Background: an optimization exercise with open tools, aiming at small area, a short achievable clock period and few clock cycles. Do not read the settings as production practice. At most, simulation tests tie the RTL to the original design; equivalence was not proved. No activity file was given, so power comes from the tool's default toggle rates.

umber:
==> module lf_next, before the edit <==
module lf_next (
  input  logic body,
  input  logic b,
  input  logic at_start,
  input  logic tvalid,
  input  logic tready,
  input  logic tlast,
  input  logic hi_n,
  input  logic esc1_n,
  input  logic esc0_n,
  output logic body_d,
  output logic b_d
);
  logic rv;
  logic esc;
  assign rv  = tready && tvalid;
  assign esc = !((esc1_n && esc0_n) || hi_n);
  assign body_d = (at_start && rv) || (body && !(rv && tlast && !esc));
  assign b_d    = body ? (b ? !(rv && esc) : rv) : (b ? !tready : rv);
endmodule
==> module link_framer_top, before the edit <==
module link_framer_top (
  input  logic       aclk,
  input  logic       aresetn,
  input  logic       in_tvalid,
  output logic       in_tready,
  input  logic [7:0] in_tdata,
  input  logic       in_tlast,
  output logic       out_tvalid,
  input  logic       out_tready,
  output logic [7:0] out_tdata,
  output logic       out_tlast
);
  logic body;
  logic b;
  logic body_d;
  logic b_d;
  logic fresh;
  logic at_stop;
  logic at_start;
  lf_and2   u_fresh (.a(body), .b(b), .y(fresh));
  lf_nor2b  u_stop  (.a(body), .bn(b), .y(at_stop));
  lf_nor2   u_start (.a(body), .b(b), .y(at_start));
  logic hi_n;      
  logic esc1_n;    
  logic esc0_n;    
  logic keep1_n;   
  logic keep0_n;   
  logic esc;       
  logic go_n;      
  lf_nand4  u_hi    (.a(in_tdata[6]), .b(in_tdata[5]), .c(in_tdata[4]), .d(in_tdata[3]), .y(hi_n));
  lf_nand4b u_esc1  (.an(in_tdata[7]), .b(in_tdata[2]), .c(in_tdata[0]), .d(fresh), .y(esc1_n));
  lf_nand4b u_esc0  (.an(in_tdata[7]), .b(in_tdata[2]), .c(in_tdata[1]), .d(fresh), .y(esc0_n));
  lf_a21oi  u_keep1 (.a1(body), .a2(in_tdata[1]), .b1(at_stop), .y(keep1_n));
  lf_a21oi  u_keep0 (.a1(body), .a2(in_tdata[0]), .b1(at_start), .y(keep0_n));
  lf_o21ai  u_out1  (.a1(hi_n), .a2(esc1_n), .b1(keep1_n), .y(out_tdata[1]));
  lf_o21ai  u_out0  (.a1(hi_n), .a2(esc0_n), .b1(keep0_n), .y(out_tdata[0]));
  lf_a21oi  u_esc   (.a1(esc1_n), .a2(esc0_n), .b1(hi_n), .y(esc));
  lf_nand2  u_go    (.a(out_tready), .b(body), .y(go_n));
  lf_nor2   u_rdy   (.a(go_n), .b(esc), .y(in_tready));
  lf_and2   u_out7  (.a(body), .b(in_tdata[7]), .y(out_tdata[7]));
  for (genvar k = 2; k < 7; k++) begin : g_hi
    lf_or2b u_outk  (.a(in_tdata[k]), .bn(body), .y(out_tdata[k]));
  end
  lf_or2    u_valid (.a(in_tvalid), .b(at_stop), .y(out_tvalid));
  assign out_tlast = at_stop;
  lf_next u_next (
    .body     (body),
    .b        (b),
    .at_start (at_start),
    .tvalid   (in_tvalid),
    .tready   (out_tready),
    .tlast    (in_tlast),
    .hi_n     (hi_n),
    .esc1_n   (esc1_n),
    .esc0_n   (esc0_n),
    .body_d   (body_d),
    .b_d      (b_d)
  );
  always_ff @(posedge aclk or negedge aresetn) begin
    if (!aresetn) begin
      body <= 1'b0;
      b    <= 1'b0;
    end else begin
      body <= body_d;
      b    <= b_d;
    end
  end
endmodule
Settings: LEC_CHECK=0, CAP_MARGIN=20, CORE_AREA=3 3 61 61, CTS_BUF_LIST=sky130_fd_sc_hd__clkbuf_1, DIE_AREA=0 0 64 64, SLEW_MARGIN=20, SYNTH_HIERARCHICAL=1, SYNTH_MINIMUM_KEEP_SIZE=0; clock period 4.5 ns.
standard.sh (not shown) runs the stock make flow with config.mk's settings and CLKGATE_MAP_FILE= SYNTH_SCRIPT=/design/flow/synth_recipe.tcl, a recipe that flattens the netlist after the stock synthesis.
==> flow/flow/run.sh <==
#!/bin/bash
# The standard layout (the standard.sh) with extra ORFS settings:
# BUFFER_PORTS_ARGS="-buffer_cell sky130_fd_sc_hd__buf_1" ABC_LOAD_IN_FF=3
# make's full output goes to standard.log; each ORFS step keeps its own log under orfs/logs.
set -euo pipefail
bash standard.sh BUFFER_PORTS_ARGS="-buffer_cell sky130_fd_sc_hd__buf_1" ABC_LOAD_IN_FF=3 finish > standard.log 2>&1
Testbench counts of umber, summed over its fixed seeds: cycles 80,218.
Edits applied to the flow inputs when going from umber to yarrow:
==> flow/design.v, changed modules only <==
module lf_next (
  input  logic body,
  input  logic b,
  input  logic at_start,
  input  logic tvalid,
  input  logic tready,
  input  logic tlast,
  input  logic ready,
  output logic body_d,
  output logic b_d
);
  assign body_d = (at_start && tvalid && tready) || (body && !(tvalid && tlast && ready));
  assign b_d    = b ? (!tready || (body && (!tvalid || ready))) : (tvalid && tready);
endmodule
module link_framer_top (
  input  logic       aclk,
  input  logic       aresetn,
  input  logic       in_tvalid,
  output logic       in_tready,
  input  logic [7:0] in_tdata,
  input  logic       in_tlast,
  output logic       out_tvalid,
  input  logic       out_tready,
  output logic [7:0] out_tdata,
  output logic       out_tlast
);
  logic body;
  logic b;
  logic body_d;
  logic b_d;
  logic fresh;
  logic at_stop;
  logic at_start;
  lf_and2   u_fresh (.a(body), .b(b), .y(fresh));
  lf_nor2b  u_stop  (.a(body), .bn(b), .y(at_stop));
  lf_nor2   u_start (.a(body), .b(b), .y(at_start));
  logic hi_n;      
  logic esc1_n;    
  logic esc0_n;    
  logic keep1_n;   
  logic keep0_n;   
  logic esc;       
  logic go_n;      
  lf_nand4  u_hi    (.a(in_tdata[6]), .b(in_tdata[5]), .c(in_tdata[4]), .d(in_tdata[3]), .y(hi_n));
  lf_nand4b u_esc1  (.an(in_tdata[7]), .b(in_tdata[2]), .c(in_tdata[0]), .d(fresh), .y(esc1_n));
  lf_nand4b u_esc0  (.an(in_tdata[7]), .b(in_tdata[2]), .c(in_tdata[1]), .d(fresh), .y(esc0_n));
  lf_a21oi  u_keep1 (.a1(body), .a2(in_tdata[1]), .b1(at_stop), .y(keep1_n));
  lf_a21oi  u_keep0 (.a1(body), .a2(in_tdata[0]), .b1(at_start), .y(keep0_n));
  lf_o21ai  u_out1  (.a1(hi_n), .a2(esc1_n), .b1(keep1_n), .y(out_tdata[1]));
  lf_o21ai  u_out0  (.a1(hi_n), .a2(esc0_n), .b1(keep0_n), .y(out_tdata[0]));
  lf_a21oi  u_esc   (.a1(esc1_n), .a2(esc0_n), .b1(hi_n), .y(esc));
  lf_nand2  u_go    (.a(out_tready), .b(body), .y(go_n));
  lf_nor2   u_rdy   (.a(go_n), .b(esc), .y(in_tready));
  logic ready_seq;
  lf_nor2   u_rdys  (.a(go_n), .b(esc), .y(ready_seq));
  lf_and2   u_out7  (.a(body), .b(in_tdata[7]), .y(out_tdata[7]));
  for (genvar k = 2; k < 7; k++) begin : g_hi
    lf_or2b u_outk  (.a(in_tdata[k]), .bn(body), .y(out_tdata[k]));
  end
  lf_or2    u_valid (.a(in_tvalid), .b(at_stop), .y(out_tvalid));
  assign out_tlast = at_stop;
  lf_next u_next (
    .body     (body),
    .b        (b),
    .at_start (at_start),
    .tvalid   (in_tvalid),
    .tready   (out_tready),
    .tlast    (in_tlast),
    .ready    (ready_seq),
    .body_d   (body_d),
    .b_d      (b_d)
  );
  always_ff @(posedge aclk or negedge aresetn) begin
    if (!aresetn) begin
      body <= 1'b0;
      b    <= 1'b0;
    end else begin
      body <= body_d;
      b    <= b_d;
    end
  end
endmodule
### Flow results
Of the two values seen for standard cell with the maximum stage delay on the critical path, sky130_fd_sc_hd__a21oi_1 was produced by yarrow and sky130_fd_sc_hd__nand4b_1 by umber. Diff umber -> yarrow: sequential power rose about 3%, final-layout fill cell count about even. Detailed-route wire length per cell, yarrow and umber: lower on umber. Going from umber to yarrow, the utilization was found to have gone down by 0.16 points. Comparing yarrow and umber, power is higher on yarrow. Via count of the first global-routing pass: yarrow and umber compared, lower one is umber. Compared yarrow vs umber, and net switching power is up in yarrow. The lower sequential cell area share came out of umber. The area after detailed placement of yarrow is lower than that of umber. When yarrow is set beside umber, its met2 wirelength from detailed routing turns out to be 18% larger. In the tables for yarrow and umber, global-route usage reads lower with yarrow. yarrow gives less area after synthesis than umber did. Summary of yarrow over umber: minimum setup slack in the final design went down 0.047 ns, clock share of power went down 0.9 points.
The RTL of yarrow was laid out without a check of its function.

separate check: timing with driven ports:
The flow's constraints put no driver on any port. The routed layouts listed below were extracted and timed again, unchanged, in two steps. Step 1: set_driving_cell puts a clkbuf_16 on aclk and a buf_2 on each other input, an assumption about the parent block. Step 2 moves the port delays by t, midway between the first and last clock arrival at a register: inputs arrive t later, outputs are due t later. That takes back most of the time a late clock gives input paths. Slacks: no drivers / after step 1 / after step 2; pairs: no drivers / after step 1.
run | t (ns) | setup WS [ns] | worst setup path at the end | clock arrival spread, ns
umber | 0.226 | 2.033 / 2.008 / 2.008 | input to output | 0.007 / 0.007
yarrow | 0.217 | 1.986 / 1.965 / 1.965 | input to output | 0.001 / 0.001
After both steps every run listed still meets setup and hold. The setup slack of umber, which loses most, moves by -0.025 ns with the drivers and by -0.025 ns with both steps.
